From an optimization exercise on the open Yosys and OpenROAD flow, aimed at small area; shortcuts taken in it are not production practice.
The RTL was checked by simulation tests, not by an equivalence proof against the original design.
Power is estimated from default activity; no workload was simulated.

--- config.mk ---
export PLATFORM = sky130hd
export DESIGN_NAME = register_file
export DESIGN_NICKNAME = register_file
export VERILOG_FILES = /design/flow/design.v
export SDC_FILE = /design/flow/constraint.sdc
export NUM_CORES = 4
export LEC_CHECK = 0
export CAP_MARGIN = 20
export CORE_MARGIN = 2
export CORE_UTILIZATION = 30
export PLACE_DENSITY = 0.45
export SLEW_MARGIN = 20
export SYNTH_HIERARCHICAL = 1
export SYNTH_MINIMUM_KEEP_SIZE = 0
--- constraint.sdc ---
create_clock -name core_clock -period 8.0 [get_ports {clk}]
set_input_delay 1.6000 -clock core_clock [delete_from_list [all_inputs] [get_ports {clk}]]
set_output_delay 1.6000 -clock core_clock [all_outputs]
set_load 0.01 [all_outputs]
--- design.v ---
package reg_file_pkg;
  localparam int unsigned NUM_REGS     = 32;
  localparam int unsigned REG_ADDR_W   = 5;
  localparam logic [4:0]  ZERO_REG     = 5'd0;
  localparam int unsigned WR_COUNT_W   = 8;
  localparam logic [7:0]  WR_COUNT_MAX = 8'd255;
  typedef logic [REG_ADDR_W-1:0] reg_addr_t;
endpackage
module Decoder #(
  parameter int unsigned IN_W  = 5,
  parameter int unsigned OUT_W = 32
) (
  input  logic [IN_W-1:0]  i_addr,
  output logic [OUT_W-1:0] o_onehot
);
  always_comb begin
    o_onehot = '0;
    for (int unsigned i = 0; i < OUT_W; i++) begin
      if (i_addr == IN_W'(i)) o_onehot[i] = 1'b1;
    end
  end
endmodule
module RowNext (
  input  logic i_q,
  input  logic i_data,
  input  logic i_keep,
  input  logic i_load,
  output logic o_d
);
  assign o_d = (i_q & i_keep) | (i_data & i_load);
endmodule
module ReadTerm3 (
  input  logic [2:0] i_data,
  input  logic [2:0] i_sel,
  output logic       o_n
);
  assign o_n = ~|(i_data & i_sel);
endmodule
module ReadTerm2 (
  input  logic [1:0] i_data,
  input  logic [1:0] i_sel,
  output logic       o_n
);
  assign o_n = ~|(i_data & i_sel);
endmodule
module ReadBit (
  input  logic [31:0] i_data,
  input  logic [31:0] i_sel,
  output logic        o_bit
);
  logic [10:0] w_grp_n;
  for (genvar g = 0; g < 10; g++) begin : g_grp
    ReadTerm3 u_term (.i_data(i_data[3*g +: 3]), .i_sel(i_sel[3*g +: 3]), .o_n(w_grp_n[g]));
  end
  ReadTerm2 u_term2 (.i_data(i_data[31:30]), .i_sel(i_sel[31:30]), .o_n(w_grp_n[10]));
  assign o_bit = ~&w_grp_n;
endmodule
import reg_file_pkg::*;
module register_file
#(
  parameter int unsigned WORD   = 32,
  parameter bit          BYPASS = 1'b1
) (
  input  logic                  clk,
  input  logic                  rst_n,
  input  logic                  we,
  input  logic [REG_ADDR_W-1:0] waddr,
  input  logic [WORD-1:0]       wdata,
  input  logic [REG_ADDR_W-1:0] raddr_a,
  input  logic [REG_ADDR_W-1:0] raddr_b,
  output logic [WORD-1:0]       rdata_a,
  output logic [WORD-1:0]       rdata_b,
  output logic [WR_COUNT_W-1:0] wr_count
);
  logic [NUM_REGS-1:0]   w_dec;
  logic [NUM_REGS-1:0]   a_dec;
  logic [NUM_REGS-1:0]   b_dec;
  logic [NUM_REGS-1:0]   w_load;
  logic [NUM_REGS-1:0]   w_row;
  logic [WORD-1:0]       w_data;
  logic [WORD-1:0]       r_regs [1:NUM_REGS-1];
  logic [WORD-1:0]       w_next [1:NUM_REGS-1];
  logic [WR_COUNT_W-1:0] r_wr_count;
  logic                  w_wen;
  logic                  hit_a, hit_b;
  logic [NUM_REGS-1:0]   sel_a, sel_b;
  logic [NUM_REGS-1:0]   col_a [WORD];
  logic [NUM_REGS-1:0]   col_b [WORD];
  Decoder #(.IN_W(REG_ADDR_W), .OUT_W(NUM_REGS)) u_wdec (.i_addr(waddr),   .o_onehot(w_dec));
  Decoder #(.IN_W(REG_ADDR_W), .OUT_W(NUM_REGS)) u_adec (.i_addr(raddr_a), .o_onehot(a_dec));
  Decoder #(.IN_W(REG_ADDR_W), .OUT_W(NUM_REGS)) u_bdec (.i_addr(raddr_b), .o_onehot(b_dec));
  assign w_wen  = we && (waddr != ZERO_REG);
  assign w_load = w_dec & {NUM_REGS{we}} & {{(NUM_REGS-1){1'b1}}, 1'b0};
  assign w_row  = w_load | {NUM_REGS{~rst_n}};
  assign w_data = wdata & {WORD{rst_n}};
  for (genvar i = 1; i < NUM_REGS; i++) begin : g_row
    for (genvar k = 0; k < WORD; k++) begin : g_bit
      RowNext u_next (
        .i_q    (r_regs[i][k]),
        .i_data (w_data[k]),
        .i_keep (~w_row[i]),
        .i_load (w_row[i]),
        .o_d    (w_next[i][k])
      );
    end
  end
  always_ff @(posedge clk) begin
    for (int unsigned i = 1; i < NUM_REGS; i++) r_regs[i] <= w_next[i];
  end
  always_ff @(posedge clk) begin
    if (!rst_n)                                          r_wr_count <= '0;
    else if ((|w_load) && (r_wr_count != WR_COUNT_MAX)) r_wr_count <= r_wr_count + 1'b1;
  end
  assign hit_a = BYPASS && w_wen && (waddr == raddr_a);
  assign hit_b = BYPASS && w_wen && (waddr == raddr_b);
  assign sel_a = {a_dec[NUM_REGS-1:1] & ~(w_load[NUM_REGS-1:1] & {(NUM_REGS-1){BYPASS}}), hit_a};
  assign sel_b = {b_dec[NUM_REGS-1:1] & ~(w_load[NUM_REGS-1:1] & {(NUM_REGS-1){BYPASS}}), hit_b};
  for (genvar k = 0; k < WORD; k++) begin : g_bit
    always_comb begin
      col_a[k][0] = wdata[k];
      col_b[k][0] = wdata[k];
      for (int unsigned i = 1; i < NUM_REGS; i++) begin
        col_a[k][i] = r_regs[i][k];
        col_b[k][i] = r_regs[i][k];
      end
    end
    ReadBit u_rd_a (.i_data(col_a[k]), .i_sel(sel_a), .o_bit(rdata_a[k]));
    ReadBit u_rd_b (.i_data(col_b[k]), .i_sel(sel_b), .o_bit(rdata_b[k]));
  end
  assign wr_count = r_wr_count;
endmodule
--- run.sh ---
#!/bin/bash
# synth_recipe.tcl (not shown) runs the flow's synth.tcl, then flattens the netlist and writes it again
# the make line also repeats each setting of config.mk as NAME=value (left out here)
make -C /OpenROAD-flow-scripts/flow DESIGN_CONFIG=/design/flow/config.mk WORK_HOME=/design/flow/orfs CLKGATE_MAP_FILE= SYNTH_SCRIPT=/design/flow/synth_recipe.tcl finish
==> impl_metrics.py, run 1 <==
metrics = {
    "outcome": {
        "outcome": "finished clean",
    },
    "floorplanning": {
        "dieArea_um2": 135000,
        "die_h_um": 367,
        "rows": 133,
        "core_um2": 131000,
        "initial_utilization_pct": 30.1,
        "pin_count": 122,
        "die_x_um": 367,
    },
    "critical_path": {
        "crit_path_start_kind": "input port",
        "path_class": "in -> out",
        "reg2regPathDepth": 5,
        "crit_path_end_kind": "output pin",
        "arrival_ps": 5980,
        "worst_ep_required_time_ps": 6400,
        "reg2reg_to": "r_wr_count[3]",
        "path_max_fanout": 23,
        "reg2reg_slack_ps": 6420,
        "rr_startpoint": "r_wr_count[0]",
    },
    "timing": {
        "slew_violations": 0,
        "rsz0062_at_grt": "false",
        "post-route-min-period_ps": 7580,
        "slew_headroom_pct": 16.3,
        "finClkSkew_ps": 5.77,
        "setup_violations": 0,
        "timing.final.crit_share_pct": 94.7,
        "hold_violations": 0,
        "tightest_slew_ps": 1260,
        "fin_tns_setup_ps": 0,
        "fmaxAchievable_mhz": 132,
    },
    "layout": {
        "layout_common_cells": "dfxtp_1, a22o_1, a222oi_1",
        "post-route-cell-area_um2": 47900,
        "nets": 3753,
        "synthToLayoutAreaGrowth_pct": 21.1,
        "ff_latch_area_um2": 20000,
        "final_common_cell": "dfxtp_1",
        "fin_util_pct": 36.5,
        "nFillCells": 13100,
        "drive_gt1_share_pct": 13.1,
        "multi_input_area_um2": 19500,
    },
    "power": {
        "power.density_nw_per_um2": 265,
        "power_leakage_uw": 0.0181,
        "vdd_ir_drop_max_v": 0.000170,
    },
    "hold_path": {
        "hp-start": "r_wr_count[5]",
        "hold_path_end": "r_wr_count[5]",
        "holdPathStages": 2,
        "hold_path_class": "reg -> reg",
    },
    "grt": {
        "antenna_found_initial": 12,
        "grt_max_degree": 47,
        "grt_first_pass_wirelength_um": 297000,
        "grt_overflow": 0,
        "grt_pass1_vias": 37100,
        "grt.total_usage_pct": 30.5,
    },
    "clocking": {
        "cts_tree": "built",
        "clkTransAtPathRegs_ps": 60,
        "htreeDepth": 3,
        "clock_sinks": 1000,
        "post_cts_resized": 0,
        "clock-root-buffer": "clkbuf_16",
        "cts_made_buffers": 112,
        "clock_path_buffers": 3,
        "ctsHoldBuffers": 0,
        "cts_setup_buffers": 0,
        "clkLatencyLatePin_ps": 710,
    },
    "route": {
        "ant_nets": 0,
        "drc": 0,
        "drt_first_pass_iters": 14,
        "initialDrtViolationCount": 9187,
        "routed_wirelength_um": 216000,
        "wl_per_cell_um": 38.9,
        "vias": 39400,
        "viasPerCell": 7.11,
    },
    "job": {
        "maxCapViolations": 0,
    },
    "placed_design": {
        "dpl_cell_area_um2": 44000,
        "port_buffers": 121,
        "gp_congestion": 0.983,
        "dp_hpwl_um": 124000,
    },
    "synth": {
        "synth_nets": 3408,
        "synthCells": 3357,
        "avgSynthCellArea_um2": 11.8,
        "synth-warning-count": 15,
        "netlist_area_um2": 39500,
    },
}
## per-stage QoR
stage	setup WS (ps)	power, uW	hold WS (ps)	instances
after floorplan	1520	6500	477	3357
after global placement	661	7250	473	5342
after detailed placement	638	7260	487	5342
after CTS	621	12700	495	5546
after global routing	348	13100	512	5547
final	423	12700	493	5549
## state kept, by name (all words and copies together), names as in the netlist
signal,cells
r_regs,992
r_wr_count,8
## worst max-delay path by stage
stage	from	endpoint	slack, ps	cells past startpoint
after floorplan	we	rdata_a[0]	1520	6
after global placement	waddr[1]	rdata_b[4]	660	10
after detailed placement	waddr[1]	rdata_b[0]	640	11
after CTS	waddr[1]	rdata_b[0]	620	11
after global routing	waddr[1]	rdata_b[0]	350	11
final	waddr[1]	rdata_b[4]	420	10
## worst max-delay path, stage by stage
cell and delay [ps]:
clkdlybuf4s50_1 760, or3b_4 460, nor2_1 160, nand2_1 210
and2_2 610, buf_4 390, a222oi_1 360, nand4_1 340
or3_1 530, clkdlybuf4s50_1 510
## where the power goes
part	switching, uW	leakage, uW	total [uW]	internal, uW
logic	904	0.00794	1460	557
registers	353	0.00831	5760	5410
clock network	2240	0.00190	5480	3230
total	3500	0.0181	12700	9200
## routing by layer
| metal | up-vias | wire (um) | track usage (%) |
|---|---|---|---|
| li1 | 16000 | - | - |
| met1 | 19700 | 89400 | 41.8 |
| met2 | 3132 | 89600 | 43.9 |
| met3 | 585 | 26900 | 9.10 |
| met4 | 4 | 9780 | 13.1 |
| met5 | - | 26 | 0 |
## layout make-up
cell class | instances | share of cell area (%)
flip-flops and latches | 1000 | 41.8
multi-input cells | 2303 | 40.7
clock buffers | 157 | 6.69
repair buffers | 252 | 4.61
well taps | 1755 | 4.59
clock inverters | 47 | 1.36
inverters | 33 | 0.264
diodes | 2 | 0.0105
==> inputs of run 2 (changes only) <==
==> flow/run.sh (new file) <==
#!/bin/bash
# Standard layout, with small port buffers and a clock tree without dummy loads.
cp standard.sh standard.sh.txt
export BUFFER_PORTS_ARGS="-buffer_cell sky130_fd_sc_hd__buf_1"
export CTS_ARGS="-sink_clustering_enable -repair_clock_nets -dont_use_dummy_load -buf_list sky130_fd_sc_hd__clkbuf_16 -sink_clustering_size 24 -sink_clustering_max_diameter 80"
bash standard.sh > standard.log 2>&1
==> standard.sh (new file) <==
#!/bin/bash
# synth_recipe.tcl (not shown) runs the flow's synth.tcl, then flattens the netlist and writes it again
# the make line also repeats each setting of config.mk as NAME=value (left out here)
make -C /OpenROAD-flow-scripts/flow DESIGN_CONFIG=/design/flow/config.mk WORK_HOME=/design/flow/orfs CLKGATE_MAP_FILE= SYNTH_SCRIPT=/design/flow/synth_recipe.tcl "${@:-finish}"
--- a/config.mk
+++ b/config.mk
@@ -8,6 +8,6 @@
 export CAP_MARGIN = 20
 export CORE_MARGIN = 2
-export CORE_UTILIZATION = 30
-export PLACE_DENSITY = 0.45
+export CORE_UTILIZATION = 45
+export PLACE_DENSITY = 0.6
 export SLEW_MARGIN = 20
 export SYNTH_HIERARCHICAL = 1
removed: run.sh
==> run 2 against run 1 <==
Effect of this change:
- still clean
- global-route usage increased by 12 points
- combinational power decreased by 7%
- power decreased by 22%
- non-clock buffer count increased by 6
- fmax increased by 7.3%
- synthesized cell count unchanged
- largest cell class unchanged
- largest power group unchanged
==> impl_metrics.py, run 2 <==
metrics = {
    "outcome": {
        "outcome": "finished clean",
    },
    "floorplanning": {
        "rows": 108,
        "initial_utilization_pct": 45.5,
        "die_x_um": 300,
        "die_h_um": 300,
        "pin_count": 122,
        "dieArea_um2": 90200,
        "core_um2": 86900,
    },
    "layout": {
        "synthToLayoutAreaGrowth_pct": 10.7,
        "largest_reg_flops": 992,
        "layout_common_cells": "dfxtp_1, a22o_1, a222oi_1",
        "reg_top3": "r_regs x992, r_wr_count x8",
        "final_common_cell": "dfxtp_1",
        "nFillCells": 7726,
        "drive_gt1_share_pct": 8.81,
        "nets": 3698,
        "regMostFlops": "r_regs",
    },
    "route": {
        "viasPerCell": 8.48,
        "vias": 40800,
        "routed_wirelength_um": 200000,
        "drt_first_pass_iters": 12,
        "initialDrtViolationCount": 10200,
        "wl_per_cell_um": 41.6,
        "drc": 0,
        "ant_nets": 0,
    },
    "critical_path": {
        "path_max_fanout": 27,
        "arrival_ps": 5460,
        "crit_path_start_kind": "input port",
        "path_class": "in -> out",
        "crit_path_end_kind": "output pin",
        "worst_ep_required_time_ps": 6400,
    },
    "timing": {
        "rsz0062_at_grt": "false",
        "tightest_slew_ps": 1320,
        "slew_violations": 0,
        "post-route-min-period_ps": 7060,
        "setup_violations": 0,
        "setup_ws_ps": 938,
        "timing.final.crit_share_pct": 88.3,
        "hold_violations": 0,
        "fin_tns_setup_ps": 0,
        "slew_headroom_pct": 11.9,
        "fmaxAchievable_mhz": 142,
        "finClkSkew_ps": 13.8,
    },
    "clocking": {
        "cts_tree": "built",
        "cts_made_buffers": 51,
        "clock-root-buffer": "clkbuf_16",
        "htreeDepth": 2,
        "ctsHoldBuffers": 0,
        "clkLatencyLatePin_ps": 630,
        "clock_path_buffers": 3,
        "clock_sinks": 1000,
        "post_cts_resized": 0,
        "cts_setup_buffers": 0,
        "clkTransAtPathRegs_ps": 90,
    },
    "power": {
        "power_leakage_uw": 0.0166,
        "power_uw": 9920,
        "power.density_nw_per_um2": 227,
        "vdd_ir_drop_max_v": 0.000239,
    },
    "grt": {
        "grt_first_pass_wirelength_um": 280000,
        "grt_max_degree": 44,
        "grt.total_usage_pct": 42.3,
        "grt_overflow": 0,
        "antenna_found_initial": 21,
        "grt_pass1_vias": 39300,
    },
    "placed_design": {
        "dp_slack_ps": 1240,
        "port_buffers": 121,
        "dp_hpwl_um": 114000,
        "gp_congestion": 0.987,
    },
    "synth": {
        "avgSynthCellArea_um2": 11.8,
        "synth_nets": 3408,
        "synth-warning-count": 15,
        "netlist_area_um2": 39500,
        "synthCells": 3357,
    },
    "job": {
        "maxCapViolations": 0,
    },
    "hold_path": {
        "hold_path_class": "reg -> reg",
    },
}
-- run 2: power by group --
group          switching [uW]  total (uW)  internal (uW)  leakage [uW]
clock network            1670        2810           1140      0.000629
registers                 358        5760           5400       0.00831
logic                     883        1360            476       0.00766
-- run 2: critical path, stage by stage --
cell	delay, ps
buf_1	440
or3b_4	480
nor2_1	250
nand2_1	130
and2_1	350
buf_4	330
a222oi_1	430
nand4_1	620
or3_1	630
buf_1	150
-- run 2: routing by layer --
metal / part of all wire (%) / global-route usage (%) / wire length [um]
met1: 36 / 53.6 / 72000
met2: 41 / 61.1 / 81500
met3: 16 / 14.8 / 31400
met4: 7.6 / 26.1 / 15100
met5: 0.031 / 2.12 / 62
-- run 2: area by class of cell --
class	instances	area (um^2)	area share [%]
multi-input cells	2303	19400	44.3
clock buffers	51	1280	2.92
inverters	33	124	0.283
diodes	9	22.5	0.0515
repair buffers	258	1480	3.39
flip-flops and latches	1000	20000	45.7
well taps	1155	1450	3.30
-- run 2: worst paths after layout --
kind,start,to,slack [ps],depth (start not counted)
worst max-delay path,waddr[1],rdata_b[13],940,10
worst min-delay path,r_wr_count[5],r_wr_count[5],500,2
worst max register to register,r_wr_count[0],r_wr_count[7],6480,5
worst min register to register,r_wr_count[5],r_wr_count[5],500,2
-- run 2: metrics by stage --
| step | cells | area (um^2) | hold slack, ps | utilization, % |
|---|---|---|---|---|
| CTS | 4800 | 43700 | 497 | 50.3 |
| global placement | 4749 | 42500 | 470 | 48.9 |
| global route | 4808 | 43800 | 533 | 50.4 |
| floorplan | 3357 | 39500 | 477 | - |
| finish | 4809 | 43800 | 500 | 50.4 |
| detailed placement | 4749 | 42500 | 484 | 48.9 |
==> inputs of run 3 (changes only) <==
==> flow/run.sh (replaced) <==
#!/bin/bash
# Standard layout, with small port buffers and a clock tree without dummy loads.
export BUFFER_PORTS_ARGS="-buffer_cell sky130_fd_sc_hd__buf_1"
export CTS_ARGS="-sink_clustering_enable -repair_clock_nets -dont_use_dummy_load -buf_list sky130_fd_sc_hd__clkbuf_16 -sink_clustering_size 24 -sink_clustering_max_diameter 80"
bash standard.sh > standard.log 2>&1
==> run 3 against run 2 <==
Effect of this change:
- die area is the same
- combinational power is essentially flat
- clock skew is the same
- power is the same
- register-to-register slack is essentially flat
- clock-buffer cell count is the same
- wire length is the same
- design area is the same
- cell count is the same
- flip-flop and latch count is the same
- via count is the same
- critical endpoint unchanged
- largest power group unchanged
- highest routed layer unchanged
==> impl_metrics.py, run 3 <==
metrics = {
    "outcome": {
        "outcome": "finished clean",
    },
    "route": {
        "ant_nets": 0,
        "viasPerCell": 8.48,
        "initialDrtViolationCount": 10200,
        "drc": 0,
        "routed_wirelength_um": 200000,
        "drt_first_pass_iters": 12,
        "wl_per_cell_um": 41.6,
        "vias": 40800,
    },
    "floorplanning": {
        "rows": 108,
        "initial_utilization_pct": 45.5,
        "pin_count": 122,
        "die_h_um": 300,
        "dieArea_um2": 90200,
        "core_um2": 86900,
        "die_x_um": 300,
    },
    "layout": {
        "layout_common_cells": "dfxtp_1, a22o_1, a222oi_1",
        "reg_top3": "r_regs x992, r_wr_count x8",
        "fin_util_pct": 50.4,
        "largest_reg_flops": 992,
        "final_common_cell": "dfxtp_1",
        "nets": 3698,
        "regMostFlops": "r_regs",
        "drive_gt1_share_pct": 8.81,
        "synthToLayoutAreaGrowth_pct": 10.7,
    },
    "hold_path": {
        "holdPathStages": 2,
        "hp-start": "r_wr_count[5]",
        "hold_path_class": "reg -> reg",
        "hold_path_end": "r_wr_count[5]",
    },
    "synth": {
        "synthCells": 3357,
        "synth_nets": 3408,
        "netlist_area_um2": 39500,
        "synth-warning-count": 15,
        "avgSynthCellArea_um2": 11.8,
    },
    "timing": {
        "slew_headroom_pct": 11.9,
        "fin_tns_setup_ps": 0,
        "setup_violations": 0,
        "tightest_slew_ps": 1320,
        "slew_violations": 0,
        "post-route-min-period_ps": 7060,
        "rsz0062_at_grt": "false",
        "timing.final.crit_share_pct": 88.3,
        "fmaxAchievable_mhz": 142,
        "hold_violations": 0,
        "finClkSkew_ps": 13.8,
    },
    "critical_path": {
        "worst_ep_required_time_ps": 6400,
        "path_max_fanout": 27,
        "path_class": "in -> out",
        "rr_startpoint": "r_wr_count[0]",
        "reg2regPathDepth": 5,
        "crit_path_start_kind": "input port",
        "crit_path_end_kind": "output pin",
        "reg2reg_to": "r_wr_count[7]",
        "reg2reg_slack_ps": 6480,
        "arrival_ps": 5460,
    },
    "grt": {
        "grt_first_pass_wirelength_um": 280000,
        "grt_pass1_vias": 39300,
        "grt_overflow": 0,
        "grt.total_usage_pct": 42.3,
        "grt_max_degree": 44,
        "antenna_found_initial": 21,
    },
    "clocking": {
        "ctsHoldBuffers": 0,
        "clock_path_buffers": 3,
        "cts_setup_buffers": 0,
        "cts_made_buffers": 51,
        "cts_tree": "built",
        "clock_sinks": 1000,
        "htreeDepth": 2,
        "post_cts_resized": 0,
        "clock-root-buffer": "clkbuf_16",
        "clkTransAtPathRegs_ps": 90,
        "clkLatencyLatePin_ps": 630,
    },
    "placed_design": {
        "port_buffers": 121,
        "dp_hpwl_um": 114000,
        "gp_congestion": 0.987,
    },
    "power": {
        "power.density_nw_per_um2": 227,
        "vdd_ir_drop_max_v": 0.000239,
        "power_leakage_uw": 0.0166,
    },
    "job": {
        "maxCapViolations": 0,
    },
}
[run 3: cell counts in the layout (fill, tap and decap cells not counted)]
No cell type changed its count.
[run 3: worst max path at each step]
stage              from          end  depth (start not counted)
6_report       waddr[1]  rdata_b[13]                         10
3_5_place_dp   waddr[0]  rdata_a[25]                         10
2_1_floorplan        we   rdata_a[0]                          6
4_1_cts        waddr[0]  rdata_a[25]                         10
3_3_place_gp         we  rdata_b[11]                          9
5_1_grt        waddr[0]  rdata_a[25]                         10
[run 3: cell type report]
class	count	area (um^2)
Clock buffer	51	1280
Sequential cell	1000	20000
Tap cell	1155	1450
Timing Repair Buffer	258	1480
Multi-Input combinational cell	2303	19400
Inverter	33	124
Antenna cell	9	22.5
Fill cell	7726	43100
[run 3: critical path, stage by stage]
cell	delay [ps]
buf_1	440
or3b_4	480
nor2_1	250
nand2_1	130
and2_1	350
buf_4	330
a222oi_1	430
nand4_1	620
or3_1	630
buf_1	150
[run 3: where the power goes]
part / internal, uW / total [uW] / switching, uW
Combinational: 476 / 1360 / 883
Sequential: 5400 / 5760 / 358
Clock: 1140 / 2810 / 1670
Total: 7010 / 9920 / 2910
[run 3: metal layers]
metal / up-vias / track usage [%] / wire [um]
li1: 15800 / - / -
met1: 19800 / 53.6 / 72000
met2: 4064 / 61.1 / 81500
met3: 1094 / 14.8 / 31400
met4: 12 / 26.1 / 15100
met5: - / 2.12 / 62
[run 3: through the flow]
stage | setup WS [ps] | instances | area (um^2) | hold WS, ps | total power (uW)
6_report | 938 | 4809 | 43800 | 500 | 9920
5_1_grt | 843 | 4808 | 43800 | 533 | 10200
4_1_cts | 1230 | 4800 | 43700 | 497 | 9830
3_5_place_dp | 1240 | 4749 | 42500 | 484 | 7140
3_3_place_gp | 1290 | 4749 | 42500 | 470 | 7080
2_1_floorplan | 1520 | 3357 | 39500 | 477 | 6500
==> inputs of run 4 (changes only) <==
--- a/design.v
+++ b/design.v
@@ -77,6 +77,6 @@
   logic [NUM_REGS-1:0]   b_dec;
   logic [NUM_REGS-1:0]   w_load;
-  logic [NUM_REGS-1:0]   w_row;
-  logic [WORD-1:0]       w_data;
+  logic [NUM_REGS-1:1]   w_keep;
+  logic [NUM_REGS-1:1]   w_set;
   logic [WORD-1:0]       r_regs [1:NUM_REGS-1];
   logic [WORD-1:0]       w_next [1:NUM_REGS-1];
@@ -92,13 +92,13 @@
   assign w_wen  = we && (waddr != ZERO_REG);
   assign w_load = w_dec & {NUM_REGS{we}} & {{(NUM_REGS-1){1'b1}}, 1'b0};
-  assign w_row  = w_load | {NUM_REGS{~rst_n}};
-  assign w_data = wdata & {WORD{rst_n}};
+  assign w_keep = ~w_load[NUM_REGS-1:1] & {(NUM_REGS-1){rst_n}};
+  assign w_set  =  w_load[NUM_REGS-1:1] & {(NUM_REGS-1){rst_n}};
   for (genvar i = 1; i < NUM_REGS; i++) begin : g_row
     for (genvar k = 0; k < WORD; k++) begin : g_bit
       RowNext u_next (
         .i_q    (r_regs[i][k]),
-        .i_data (w_data[k]),
-        .i_keep (~w_row[i]),
-        .i_load (w_row[i]),
+        .i_data (wdata[k]),
+        .i_keep (w_keep[i]),
+        .i_load (w_set[i]),
         .o_d    (w_next[i][k])
       );
==> flow/run.sh (replaced) <==
#!/bin/bash
# Standard layout, with small port buffers and a clock tree without dummy loads.
export BUFFER_PORTS_ARGS="-buffer_cell sky130_fd_sc_hd__buf_1"
export CTS_ARGS="-sink_clustering_enable -repair_clock_nets -dont_use_dummy_load -buf_list sky130_fd_sc_hd__clkbuf_16 -sink_clustering_size 24 -sink_clustering_max_diameter 80"
bash standard.sh ABC_LOAD_IN_FF=3 finish > standard.log 2>&1
==> run 4 against run 3 <==
Effect of this change:
- global-route usage is 0.31 points lower
- power fell by 16%
- hold slack got worse by 5.7 ps
- still clean
- combinational power is 58% lower
- highest routed layer unchanged
- setup slack got worse by 34 ps
- cell count down 1.1%
- non-clock buffer count shrank 23
- wire length down 1.1%
==> impl_metrics.py, run 4 <==
metrics = {
    "critical_path": {
        "arrival_ps": 5500,
        "crit_path_end_kind": "output pin",
        "rr_startpoint": "r_wr_count[1]",
        "crit_start": "waddr[1]",
        "worst_ep_required_time_ps": 6400,
        "crit_path_start_kind": "input port",
        "path_class": "in -> out",
        "path_max_fanout": 19,
        "reg2reg_slack_ps": 6520,
    },
    "grt": {
        "grt_use_met1_pct": 52.2,
        "met3_usage_pct": 15.4,
        "grt.total_usage_pct": 41.9,
        "grt_first_pass_wirelength_um": 277000,
        "grt_overflow": 0,
        "grt_pass1_vias": 38400,
        "grt_max_degree": 76,
        "antenna_found_initial": 25,
        "grt-busiest-layer": "met2",
        "grt_util_met2_pct": 62.5,
    },
    "layout": {
        "layout_common_cells": "dfxtp_1, a22o_1, a222oi_1",
        "drive_gt1_share_pct": 7.30,
        "synthToLayoutAreaGrowth_pct": 10.4,
        "regMostFlops": "r_regs",
        "final_common_cell": "dfxtp_1",
        "nets": 3641,
        "reg_top3": "r_regs x992, r_wr_count x8",
        "largest_reg_flops": 992,
    },
    "power": {
        "power.density_nw_per_um2": 194,
        "vdd_ir_drop_max_v": 0.000204,
        "power_leakage_uw": 0.0155,
    },
    "hold_path": {
        "hp-start": "r_wr_count[5]",
        "hold_path_class": "reg -> reg",
    },
    "floorplanning": {
        "dieArea_um2": 89400,
        "initial_utilization_pct": 45.3,
        "die_x_um": 299,
        "core_um2": 86500,
        "pin_count": 122,
        "die_h_um": 299,
        "rows": 108,
    },
    "timing": {
        "slew_headroom_pct": 13.0,
        "finClkSkew_ps": 10.8,
        "hold_violations": 0,
        "fmaxAchievable_mhz": 141,
        "tightest_slew_ps": 1300,
        "setup_violations": 0,
        "timing.final.crit_share_pct": 88.7,
        "rsz0062_at_grt": "false",
        "slew_violations": 0,
        "fin_tns_setup_ps": 0,
        "setup_ws_ps": 904,
        "post-route-min-period_ps": 7100,
    },
    "clocking": {
        "htreeDepth": 2,
        "cts_made_buffers": 51,
        "clkTransAtPathRegs_ps": 80,
        "post_cts_resized": 0,
        "clock_sinks": 1000,
        "clock-root-buffer": "clkbuf_16",
        "clkLatencyLatePin_ps": 620,
        "clock_path_buffers": 3,
        "cts_tree": "built",
        "ctsHoldBuffers": 0,
        "cts_setup_buffers": 0,
    },
    "synth": {
        "synth_nets": 3378,
        "avgSynthCellArea_um2": 11.8,
        "synth-warning-count": 15,
        "synthCells": 3327,
        "netlist_area_um2": 39200,
    },
    "placed_design": {
        "dp_hpwl_um": 116000,
        "gp_congestion": 0.967,
        "dp_slack_ps": 1270,
        "port_buffers": 121,
    },
    "outcome": {
        "outcome": "finished clean",
    },
    "route": {
        "initialDrtViolationCount": 9579,
        "viasPerCell": 8.52,
        "drc": 0,
        "ant_nets": 0,
        "drt_first_pass_iters": 14,
        "wl_per_cell_um": 41.6,
        "routed_wirelength_um": 198000,
        "vias": 40500,
    },
    "job": {
        "maxCapViolations": 0,
    },
}
[run 4: worst max-delay path, stage by stage]
cell	delay [ps]
buf_1	410
or3b_4	470
nor2_1	270
nand2_1	120
and2_1	630
buf_4	430
a222oi_1	440
nand4_1	420
or3_1	520
buf_1	160
[run 4: final timing paths]
kind,to,depth (start not counted)
setup / recovery,rdata_a[26],10
hold / removal,r_wr_count[5],2
setup reg to reg,r_wr_count[4],5
hold reg to reg,r_wr_count[5],2
[run 4: layout make-up]
| class | instances | area, um^2 |
|---|---|---|
| Antenna cell | 11 | 27.5 |
| Clock buffer | 51 | 1280 |
| Fill cell | 7826 | 43200 |
| Multi-Input combinational cell | 2302 | 19100 |
| Sequential cell | 1000 | 20000 |
| Tap cell | 1155 | 1450 |
| Timing Repair Buffer | 235 | 1350 |
[run 4: power breakdown]
part | switching [uW] | internal, uW | total [uW]
combinational | 469 | 101 | 570
sequential | 33.2 | 5010 | 5050
clock | 1630 | 1140 | 2770
total | 2130 | 6250 | 8380
[run 4: routing by layer]
metal  wire length [um]  part of all wire [%]
met1              69300                    35
met2              83400                    42
met3              30900                    16
met4              14200                   7.2
met5                182                 0.092
[run 4: stage by stage]
step	hold WS, ps	total power, uW	cell area, um^2	std cells	util, %
final	494	8380	43200	4754	50.0
after global routing	532	8560	43200	4746	50.0
after CTS	494	8350	43200	4743	50.0
after detailed placement	480	5690	41900	4692	48.5
after global placement	472	5680	41900	4692	48.5
after floorplan	477	5340	39200	3327	-
==> inputs of run 5 (changes only) <==
--- a/design.v
+++ b/design.v
@@ -7,18 +7,4 @@
   typedef logic [REG_ADDR_W-1:0] reg_addr_t;
 endpackage
-module Decoder #(
-  parameter int unsigned IN_W  = 5,
-  parameter int unsigned OUT_W = 32
-) (
-  input  logic [IN_W-1:0]  i_addr,
-  output logic [OUT_W-1:0] o_onehot
-);
-  always_comb begin
-    o_onehot = '0;
-    for (int unsigned i = 0; i < OUT_W; i++) begin
-      if (i_addr == IN_W'(i)) o_onehot[i] = 1'b1;
-    end
-  end
-endmodule
 module RowNext (
   input  logic i_q,
@@ -73,10 +59,11 @@
   output logic [WR_COUNT_W-1:0] wr_count
 );
-  logic [NUM_REGS-1:0]   w_dec;
-  logic [NUM_REGS-1:0]   a_dec;
-  logic [NUM_REGS-1:0]   b_dec;
+  logic [7:0]            w_hi;
+  logic [3:0]            w_lo;
+  logic [7:0]            a_hi, b_hi;
+  logic [3:0]            a_lo, b_lo;
   logic [NUM_REGS-1:0]   w_load;
-  logic [NUM_REGS-1:1]   w_keep;
-  logic [NUM_REGS-1:1]   w_set;
+  logic [NUM_REGS-1:0]   w_row;
+  logic [WORD-1:0]       w_data;
   logic [WORD-1:0]       r_regs [1:NUM_REGS-1];
   logic [WORD-1:0]       w_next [1:NUM_REGS-1];
@@ -87,18 +74,20 @@
   logic [NUM_REGS-1:0]   col_a [WORD];
   logic [NUM_REGS-1:0]   col_b [WORD];
-  Decoder #(.IN_W(REG_ADDR_W), .OUT_W(NUM_REGS)) u_wdec (.i_addr(waddr),   .o_onehot(w_dec));
-  Decoder #(.IN_W(REG_ADDR_W), .OUT_W(NUM_REGS)) u_adec (.i_addr(raddr_a), .o_onehot(a_dec));
-  Decoder #(.IN_W(REG_ADDR_W), .OUT_W(NUM_REGS)) u_bdec (.i_addr(raddr_b), .o_onehot(b_dec));
   assign w_wen  = we && (waddr != ZERO_REG);
-  assign w_load = w_dec & {NUM_REGS{we}} & {{(NUM_REGS-1){1'b1}}, 1'b0};
-  assign w_keep = ~w_load[NUM_REGS-1:1] & {(NUM_REGS-1){rst_n}};
-  assign w_set  =  w_load[NUM_REGS-1:1] & {(NUM_REGS-1){rst_n}};
+  always_comb begin
+    for (int unsigned h = 0; h < 8; h++) w_hi[h] = (waddr[4:2] == 3'(h));
+    for (int unsigned l = 0; l < 4; l++) w_lo[l] = (waddr[1:0] == 2'(l)) && we;
+    w_load[0] = 1'b0;
+    for (int unsigned i = 1; i < NUM_REGS; i++) w_load[i] = w_hi[i/4] & w_lo[i%4];
+  end
+  assign w_row  = w_load | {NUM_REGS{~rst_n}};
+  assign w_data = wdata & {WORD{rst_n}};
   for (genvar i = 1; i < NUM_REGS; i++) begin : g_row
     for (genvar k = 0; k < WORD; k++) begin : g_bit
       RowNext u_next (
         .i_q    (r_regs[i][k]),
-        .i_data (wdata[k]),
-        .i_keep (w_keep[i]),
-        .i_load (w_set[i]),
+        .i_data (w_data[k]),
+        .i_keep (~w_row[i]),
+        .i_load (w_row[i]),
         .o_d    (w_next[i][k])
       );
@@ -110,10 +99,24 @@
   always_ff @(posedge clk) begin
     if (!rst_n)                                          r_wr_count <= '0;
-    else if ((|w_load) && (r_wr_count != WR_COUNT_MAX)) r_wr_count <= r_wr_count + 1'b1;
+    else if (w_wen && (r_wr_count != WR_COUNT_MAX)) r_wr_count <= r_wr_count + 1'b1;
   end
   assign hit_a = BYPASS && w_wen && (waddr == raddr_a);
   assign hit_b = BYPASS && w_wen && (waddr == raddr_b);
-  assign sel_a = {a_dec[NUM_REGS-1:1] & ~(w_load[NUM_REGS-1:1] & {(NUM_REGS-1){BYPASS}}), hit_a};
-  assign sel_b = {b_dec[NUM_REGS-1:1] & ~(w_load[NUM_REGS-1:1] & {(NUM_REGS-1){BYPASS}}), hit_b};
+  always_comb begin
+    for (int unsigned h = 0; h < 8; h++) begin
+      a_hi[h] = (raddr_a[4:2] == 3'(h));
+      b_hi[h] = (raddr_b[4:2] == 3'(h));
+    end
+    for (int unsigned l = 0; l < 4; l++) begin
+      a_lo[l] = (raddr_a[1:0] == 2'(l)) && !hit_a;
+      b_lo[l] = (raddr_b[1:0] == 2'(l)) && !hit_b;
+    end
+    sel_a[0] = hit_a;
+    sel_b[0] = hit_b;
+    for (int unsigned i = 1; i < NUM_REGS; i++) begin
+      sel_a[i] = a_hi[i/4] & a_lo[i%4];
+      sel_b[i] = b_hi[i/4] & b_lo[i%4];
+    end
+  end
   for (genvar k = 0; k < WORD; k++) begin : g_bit
     always_comb begin
==> run 5 against run 4 <==
Effect of this change:
- largest power group unchanged
- clock skew rose by 22 ps
- combinational power rose by 140%
- clock-buffer cell count is the same
- sequential share of layout area shrank 0.53 points
- via count down 2.4%
- flip-flop and latch count is the same
- register-to-register slack got worse by 90 ps
==> impl_metrics.py, run 5 <==
metrics = {
    "outcome": {
        "outcome": "finished clean",
    },
    "synth": {
        "synth_most_common_cell": "dfxtp_1",
        "synth_edf_count": 0,
        "synth-seq-cells": 1000,
        "synthCells": 3234,
        "synth_ff_type": "dfxtp_1",
        "synthTopCellsByArea": "dfxtp_1, a22o_1, a222oi_1",
        "netlist_top_cells_count": "dfxtp_1, a22o_1, a222oi_1",
        "synth_top_area_share_pct": 51.7,
        "avgSynthCellArea_um2": 12.0,
        "netlist_area_um2": 38700,
        "ys_async_sr_fraction_pct": 0,
        "yosysUniqueCellTypes": 38,
        "yosysTopAreaCell": "dfxtp_1",
        "synth-warning-count": 14,
        "ys_seq_area_share_pct": 51.7,
        "synth_nets": 3285,
    },
    "critical_path": {
        "crit_path_start_kind": "input port",
        "path_class": "in -> out",
        "reg2regPathDepth": 5,
        "reg2reg_slack_ps": 6430,
        "crit_path_end_kind": "output pin",
        "crit_start": "waddr[0]",
        "rr_startpoint": "r_wr_count[1]",
        "reg2reg_to": "r_wr_count[4]",
        "path_max_fanout": 39,
        "arrival_ps": 5830,
        "worst_ep_required_time_ps": 6400,
    },
    "timing": {
        "fmaxAchievable_mhz": 135,
        "setup_violations": 0,
        "hold_violations": 0,
        "timing.final.crit_share_pct": 92.8,
        "fin_tns_setup_ps": 0,
        "slew_violations": 0,
        "rsz0062_at_grt": "false",
        "post-route-min-period_ps": 7430,
        "tightest_slew_ps": 1090,
        "slew_headroom_pct": 27.2,
        "finClkSkew_ps": 32.8,
    },
    "grt": {
        "grt_overflow": 0,
        "antenna_found_initial": 23,
        "grt.total_usage_pct": 40.8,
        "grt_max_degree": 64,
        "grt_pass1_vias": 37900,
        "grt_first_pass_wirelength_um": 269000,
    },
    "route": {
        "drt_first_pass_iters": 13,
        "wl_per_cell_um": 40.7,
        "ant_nets": 0,
        "routed_wirelength_um": 191000,
        "viasPerCell": 8.43,
        "initialDrtViolationCount": 8957,
        "drc": 0,
        "vias": 39500,
    },
    "clocking": {
        "cts_tree": "built",
        "clkLatencyLatePin_ps": 680,
        "cts_made_buffers": 51,
        "ctsHoldBuffers": 0,
        "clock-root-buffer": "clkbuf_16",
        "clock_sinks": 1000,
        "post_cts_resized": 0,
        "clkTransAtPathRegs_ps": 70,
        "htreeDepth": 2,
        "cts_setup_buffers": 0,
        "clock_path_buffers": 3,
    },
    "hold_path": {
        "hold_path_class": "reg -> reg",
        "hold_path_end": "r_regs[31][9]",
        "holdPathStages": 1,
        "hp-start": "r_regs[31][9]",
    },
    "layout": {
        "reg_top3": "r_regs x992, r_wr_count x8",
        "nets": 3591,
        "largest_reg_flops": 992,
        "multi_input_area_um2": 19100,
        "drive_gt1_share_pct": 9.44,
        "ff_latch_area_um2": 20000,
        "layout_common_cells": "dfxtp_1, a22o_1, a222oi_1",
        "post-route-cell-area_um2": 43700,
        "nFillCells": 7551,
        "synthToLayoutAreaGrowth_pct": 12.9,
        "regMostFlops": "r_regs",
        "final_common_cell": "dfxtp_1",
    },
    "floorplanning": {
        "core_um2": 85300,
        "die_x_um": 297,
        "rows": 107,
        "initial_utilization_pct": 45.4,
        "pin_count": 122,
        "dieArea_um2": 88400,
        "die_h_um": 297,
    },
    "placed_design": {
        "dpl_cell_area_um2": 42400,
        "gp_congestion": 0.945,
        "dp_hpwl_um": 113000,
        "port_buffers": 121,
    },
    "power": {
        "clkPwrFrac_pct": 28.2,
        "switchingPower_uw": 2880,
        "power_leakage_uw": 0.0165,
        "power_uw": 9900,
        "combPwrFrac_pct": 13.8,
        "p_int_uw": 7020,
        "vdd_ir_drop_max_v": 0.000175,
        "power.density_nw_per_um2": 226,
        "seq_power_share_pct": 58.0,
        "swShare_pct": 29.1,
    },
    "job": {
        "maxCapViolations": 0,
    },
}
run 5: cells by family after synthesis:
| kind of cell | count (synthesis) | share of synthesized area (%) |
|---|---|---|
| compound gates | 1737 | 40.8 |
| xor+xnor | 10 | 0.226 |
| fa+ha+maj | 1 | 0.0323 |
| buf+inv | 66 | 0.775 |
| flops | 1000 | 51.7 |
| mux | 4 | 0.103 |
| simple gates | 416 | 6.35 |
run 5: how the worst max path moves through the flow:
| stage | slack, ps | to | depth (start not counted) |
|---|---|---|---|
| 3_3_place_gp | 540 | rdata_b[12] | 10 |
| 2_1_floorplan | 1570 | rdata_a[0] | 8 |
| 3_5_place_dp | 440 | rdata_b[27] | 10 |
| 5_1_grt | 520 | rdata_b[6] | 10 |
| 4_1_cts | 430 | rdata_b[27] | 10 |
| 6_report | 570 | rdata_b[27] | 10 |
run 5: per-layer routing:
| metal | vias up | part of all wire, % | track usage (%) |
|---|---|---|---|
| li1 | 15600 | - | - |
| met3 | 680 | 15 | 13.8 |
| met1 | 19700 | 36 | 53.0 |
| met4 | 10 | 7.2 | 25.9 |
| met2 | 3595 | 41 | 57.9 |
| met5 | - | 0.030 | 0 |
run 5: modules after synthesis (local to each module, per instance):
module / cell area [um^2] / times used
ReadBit: 23.8 / 64
RowNext: 8.76 / 992
ReadTerm3: 10.0 / 640
register_file: 21600 / 1
ReadTerm2: 7.51 / 64
run 5: metrics by stage:
stage | util (%) | hold WS, ps | worst slack (ps) | std cells
2_1_floorplan | - | 477 | 1570 | 3234
3_3_place_gp | 49.7 | 481 | 540 | 4627
3_5_place_dp | 49.8 | 492 | 441 | 4630
4_1_cts | 51.3 | 512 | 434 | 4681
5_1_grt | 51.3 | 527 | 518 | 4686
6_report | 51.3 | 513 | 573 | 4689
run 5: final cells by class:
class                      count  share of cell area, %
sequential                  1000                   45.8
multi-input combinational   2168                   43.7
timing repair buffer         285                   4.01
tap                         1144                   3.27
clock buffer                  51                   2.92
inverter                      34                  0.292
antenna                        7                 0.0401
run 5: power groups by stage:
| stage | clock network [uW] | registers [uW] | logic [uW] |
|---|---|---|---|
| 6_report | 2790 | 5750 | 1360 |
| 4_1_cts | 2780 | 5730 | 1300 |
| 3_5_place_dp | 0 | 5840 | 1300 |
| 3_3_place_gp | 0 | 5810 | 1270 |
| 5_1_grt | 2940 | 5790 | 1390 |
| 2_1_floorplan | 0 | 5750 | 745 |
run 5: critical path: stages:
cell and delay, ps:
buf_1 390, o31ai_4 230, nor4_4 690, buf_4 690, nor3_2 310, buf_4 330, a222oi_1 400, nand4_1 420
or3_1 550, buf_1 150
==> inputs of run 6 (changes only) <==
--- a/design.v
+++ b/design.v
@@ -7,4 +7,19 @@
   typedef logic [REG_ADDR_W-1:0] reg_addr_t;
 endpackage
+module SelAnd (
+  input  logic i_a,
+  input  logic i_b,
+  output logic o_y
+);
+  assign o_y = i_a & i_b;
+endmodule
+module RowKeep (
+  input  logic i_hi_n,
+  input  logic i_lo_n,
+  input  logic i_en,
+  output logic o_keep
+);
+  assign o_keep = (i_hi_n | i_lo_n) & i_en;
+endmodule
 module RowNext (
   input  logic i_q,
@@ -59,11 +74,8 @@
   output logic [WR_COUNT_W-1:0] wr_count
 );
-  logic [7:0]            w_hi;
-  logic [3:0]            w_lo;
-  logic [7:0]            a_hi, b_hi;
-  logic [3:0]            a_lo, b_lo;
-  logic [NUM_REGS-1:0]   w_load;
-  logic [NUM_REGS-1:0]   w_row;
-  logic [WORD-1:0]       w_data;
+  logic [7:0]            w_hi_n, a_hi, b_hi;
+  logic [3:0]            w_lo_n, w_lo_set, a_lo, b_lo;
+  logic [NUM_REGS-1:1]   w_keep;
+  logic [NUM_REGS-1:1]   w_set;
   logic [WORD-1:0]       r_regs [1:NUM_REGS-1];
   logic [WORD-1:0]       w_next [1:NUM_REGS-1];
@@ -74,20 +86,23 @@
   logic [NUM_REGS-1:0]   col_a [WORD];
   logic [NUM_REGS-1:0]   col_b [WORD];
-  assign w_wen  = we && (waddr != ZERO_REG);
+  assign w_wen = we && (waddr != ZERO_REG);
   always_comb begin
-    for (int unsigned h = 0; h < 8; h++) w_hi[h] = (waddr[4:2] == 3'(h));
-    for (int unsigned l = 0; l < 4; l++) w_lo[l] = (waddr[1:0] == 2'(l)) && we;
-    w_load[0] = 1'b0;
-    for (int unsigned i = 1; i < NUM_REGS; i++) w_load[i] = w_hi[i/4] & w_lo[i%4];
+    for (int unsigned h = 0; h < 8; h++) w_hi_n[h] = (waddr[4:2] != 3'(h));
+    for (int unsigned l = 0; l < 4; l++) begin
+      w_lo_n[l]   = !((waddr[1:0] == 2'(l)) && we);
+      w_lo_set[l] = (waddr[1:0] == 2'(l)) && we && rst_n;
+    end
   end
-  assign w_row  = w_load | {NUM_REGS{~rst_n}};
-  assign w_data = wdata & {WORD{rst_n}};
+  for (genvar i = 1; i < NUM_REGS; i++) begin : g_wsel
+    RowKeep u_keep (.i_hi_n(w_hi_n[i/4]), .i_lo_n(w_lo_n[i%4]), .i_en(rst_n), .o_keep(w_keep[i]));
+    SelAnd  u_set  (.i_a(~w_hi_n[i/4]), .i_b(w_lo_set[i%4]), .o_y(w_set[i]));
+  end
   for (genvar i = 1; i < NUM_REGS; i++) begin : g_row
     for (genvar k = 0; k < WORD; k++) begin : g_bit
       RowNext u_next (
         .i_q    (r_regs[i][k]),
-        .i_data (w_data[k]),
-        .i_keep (~w_row[i]),
-        .i_load (w_row[i]),
+        .i_data (wdata[k]),
+        .i_keep (w_keep[i]),
+        .i_load (w_set[i]),
         .o_d    (w_next[i][k])
       );
@@ -98,5 +113,5 @@
   end
   always_ff @(posedge clk) begin
-    if (!rst_n)                                          r_wr_count <= '0;
+    if (!rst_n)                                     r_wr_count <= '0;
     else if (w_wen && (r_wr_count != WR_COUNT_MAX)) r_wr_count <= r_wr_count + 1'b1;
   end
@@ -112,10 +127,10 @@
       b_lo[l] = (raddr_b[1:0] == 2'(l)) && !hit_b;
     end
-    sel_a[0] = hit_a;
-    sel_b[0] = hit_b;
-    for (int unsigned i = 1; i < NUM_REGS; i++) begin
-      sel_a[i] = a_hi[i/4] & a_lo[i%4];
-      sel_b[i] = b_hi[i/4] & b_lo[i%4];
-    end
+  end
+  assign sel_a[0] = hit_a;
+  assign sel_b[0] = hit_b;
+  for (genvar i = 1; i < NUM_REGS; i++) begin : g_rsel
+    SelAnd u_sel_a (.i_a(a_hi[i/4]), .i_b(a_lo[i%4]), .o_y(sel_a[i]));
+    SelAnd u_sel_b (.i_a(b_hi[i/4]), .i_b(b_lo[i%4]), .o_y(sel_b[i]));
   end
   for (genvar k = 0; k < WORD; k++) begin : g_bit
==> flow/run.sh (replaced) <==
#!/bin/bash
# Standard layout, with small port buffers, a lighter output load for ABC when it
# maps the small bit-slice modules, and a clock tree without dummy loads.
export BUFFER_PORTS_ARGS="-buffer_cell sky130_fd_sc_hd__buf_1"
export CTS_ARGS="-sink_clustering_enable -repair_clock_nets -dont_use_dummy_load -buf_list sky130_fd_sc_hd__clkbuf_16 -sink_clustering_size 27 -sink_clustering_max_diameter 80"
bash standard.sh ABC_LOAD_IN_FF=3 finish > standard.log 2>&1
--- a/config.mk
+++ b/config.mk
@@ -9,5 +9,5 @@
 export CORE_MARGIN = 2
 export CORE_UTILIZATION = 45
-export PLACE_DENSITY = 0.6
+export PLACE_DENSITY = 0.75
 export SLEW_MARGIN = 20
 export SYNTH_HIERARCHICAL = 1
==> run 6 against run 5 <==
Effect of this change:
- critical path depth rose by 2
- critical endpoint is now rdata_a[26]
- utilization fell by 1.1 points
- sequential power fell by 12%
- highest routed layer unchanged
- via count fell by 0.80%
- synthesized area barely moved
- synthesized cell count fell by 1.1%
- register-to-register slack barely moved
- largest cell class unchanged
- setup slack got worse by 200 ps
==> impl_metrics.py, run 6 <==
metrics = {
    "clocking": {
        "cts_made_buffers": 44,
        "htreeDepth": 2,
        "cts_tree": "built",
        "clock-root-buffer": "clkbuf_16",
        "ctsHoldBuffers": 0,
        "clkTransAtPathRegs_ps": 80,
        "post_cts_resized": 0,
        "clkLatencyLatePin_ps": 650,
        "clock_path_buffers": 3,
        "cts_setup_buffers": 0,
        "clock_sinks": 1000,
    },
    "timing": {
        "slew_violations": 0,
        "timing.final.crit_share_pct": 95.3,
        "post-route-min-period_ps": 7620,
        "rsz0062_at_grt": "false",
        "slew_headroom_pct": 11.8,
        "fin_tns_setup_ps": 0,
        "tightest_slew_ps": 1320,
        "holdWs_ps": 517,
        "fmaxAchievable_mhz": 131,
        "setup_violations": 0,
        "hold_violations": 0,
        "finClkSkew_ps": 28.1,
        "setup_ws_ps": 377,
    },
    "route": {
        "wl_per_cell_um": 38.2,
        "drt_first_pass_iters": 15,
        "drc": 0,
        "initialDrtViolationCount": 10500,
        "viasPerCell": 8.47,
        "ant_nets": 0,
        "routed_wirelength_um": 177000,
        "vias": 39200,
    },
    "synth": {
        "yosysUniqueCellTypes": 39,
        "synth_ff_type": "dfxtp_1",
        "synthTopCellsByArea": "dfxtp_1, a22o_1, a222oi_1",
        "ys_async_sr_fraction_pct": 0,
        "ys_seq_area_share_pct": 51.7,
        "avgSynthCellArea_um2": 12.1,
        "netlist_area_um2": 38700,
        "synth_most_common_cell": "dfxtp_1",
        "synthCells": 3198,
        "synth-seq-cells": 1000,
        "synth_top_area_share_pct": 51.7,
        "synth-warning-count": 14,
        "yosysTopAreaCell": "dfxtp_1",
        "synth_edf_count": 0,
        "synth_nets": 3249,
        "netlist_top_cells_count": "dfxtp_1, a22o_1, a222oi_1",
    },
    "layout": {
        "largest_reg_flops": 992,
        "layout_common_cells": "dfxtp_1, a22o_1, a222oi_1",
        "reg_top3": "r_regs x992, r_wr_count x8",
        "post-route-cell-area_um2": 42700,
        "drive_gt1_share_pct": 6.82,
        "fin_util_pct": 50.2,
        "final_common_cell": "dfxtp_1",
        "synthToLayoutAreaGrowth_pct": 10.3,
        "nets": 3527,
        "regMostFlops": "r_regs",
    },
    "floorplanning": {
        "die_h_um": 297,
        "initial_utilization_pct": 45.5,
        "core_um2": 85100,
        "rows": 107,
        "pin_count": 122,
        "die_x_um": 297,
        "dieArea_um2": 88400,
    },
    "critical_path": {
        "crit_path_start_kind": "input port",
        "path_class": "in -> out",
        "arrival_ps": 6020,
        "path_max_fanout": 20,
        "worst_ep_required_time_ps": 6400,
        "crit_path_end_kind": "output pin",
    },
    "placed_design": {
        "dpl_cell_area_um2": 41500,
        "gp_congestion": 0.987,
        "dp_slack_ps": 709,
        "dp_hpwl_um": 96100,
        "port_buffers": 121,
    },
    "power": {
        "power_leakage_uw": 0.0152,
        "power.density_nw_per_um2": 191,
        "vdd_ir_drop_max_v": 0.000155,
    },
    "grt": {
        "grt_pass1_vias": 36700,
        "grt.total_usage_pct": 37.5,
        "grt_first_pass_wirelength_um": 249000,
        "grt_overflow": 0,
        "antenna_found_initial": 16,
        "grt_max_degree": 37,
    },
    "hold_path": {
        "hold_path_class": "reg -> reg",
    },
    "job": {
        "maxCapViolations": 0,
    },
    "outcome": {
        "outcome": "finished clean",
    },
}
[run 6: power breakdown]
| part | switching (uW) | internal, uW |
|---|---|---|
| Sequential | 31.6 | 5010 |
| Combinational | 447 | 100 |
| Clock | 1580 | 991 |
| Total | 2060 | 6100 |
[run 6: final cells by class]
class / instances / area, um^2
sequential: 1000 / 20000
inverter: 10 / 37.5
multi-input combinational: 2177 / 18700
antenna: 11 / 27.5
clock buffer: 44 / 1100
tap: 1144 / 1430
fill: 7678 / 42400
timing repair buffer: 243 / 1400
[run 6: cell families after synthesis]
kind of cell               Yosys count  synth area share [%]
AOI/OAI and AO/OA                 1742                  41.2
xor gates and xnor gates            11                 0.249
adders and majority gates            1                0.0323
buffers and inverters               21                 0.236
DFF                               1000                  51.7
and+or+nand+nor                    423                  6.59
[run 6: critical path, cell delays in order]
cell      delay [ps]
buf_1            400
or3_4            290
o21ai_4          100
nor4_4           500
buf_4            390
nor3b_1          190
and2_1           610
buf_4            420
a222oi_1         290
nand4_1          480
or3_1            570
buf_1            150
[run 6: final timing paths]
path / cells past startpoint / endpoint / startpoint / slack, ps
max: 12 / rdata_a[26] / waddr[4] / 380
min: 1 / r_regs[4][31] / r_regs[4][31] / 520
max reg2reg: 5 / r_wr_count[3] / r_wr_count[0] / 6420
min reg2reg: 1 / r_regs[4][31] / r_regs[4][31] / 520
[run 6: metrics by stage]
| stage | power [uW] | std cells |
|---|---|---|
| floorplan | 5340 | 3198 |
| global route | 8290 | 4624 |
| CTS | 8090 | 4618 |
| global placement | 5650 | 4574 |
| finish | 8170 | 4629 |
| detailed placement | 5650 | 4574 |
[run 6: Yosys stat by module (local to each module, per instance)]
module / cells / cell area, um^2 / flops+latches
ReadTerm2: 1 / 7.51 / 0
ReadBit: 4 / 23.8 / 0
register_file: 1122 / 20800 / 1000
ReadTerm3: 1 / 10.0 / 0
SelAnd: 1 / 6.26 / 0
RowKeep: 1 / 7.51 / 0
RowNext: 1 / 8.76 / 0
[run 6: per-layer routing]
metal  global-route usage [%]  wire length (um)  share of wire [%]
met1                     46.9             60200                 34
met2                     50.5             68600                 39
met3                     16.4             32100                 18
met4                     27.6             15600                8.8
met5                     1.30               117              0.066

## afterwards: timing with drivers on the ports
The results above use ideal ports. As a check the final layouts listed here were re-extracted and re-timed, cells and wires unchanged.
Step 1 assumes that a clkbuf_16 drives the clock port and a buf_2 every other input.
Step 2 times the ports against the registers' clock, not the clock port: input delays grow and output delays shrink by t, the midpoint of the rising clock arrivals with the driver on.
a / b / c = ideal / step 1 / step 2; a / b = the first two.
| run | t, ns | setup WS [ns] | worst setup path after step 2 | worst slew at a driven data input, ns |
|---|---|---|---|---|
| run 1 | 0.787 | 0.423 / 0.389 / 0.389 | input to output | 0.08 |
| run 2 | 0.718 | 0.938 / 0.907 / 0.907 | input to output | 0.04 |
| run 3 | 0.718 | 0.938 / 0.907 / 0.907 | input to output | 0.04 |
| run 4 | 0.694 | 0.904 / 0.772 / 0.772 | input to output | 0.20 |
| run 5 | 0.706 | 0.573 / 0.446 / 0.446 | input to output | 0.12 |
| run 6 | 0.714 | 0.377 / 0.353 / 0.353 | input to output | 0.16 |
After both steps setup and hold are still met in every run listed. The setup slack of run 4, which loses most, moves by -0.132 ns with the drivers and by -0.132 ns with both steps.
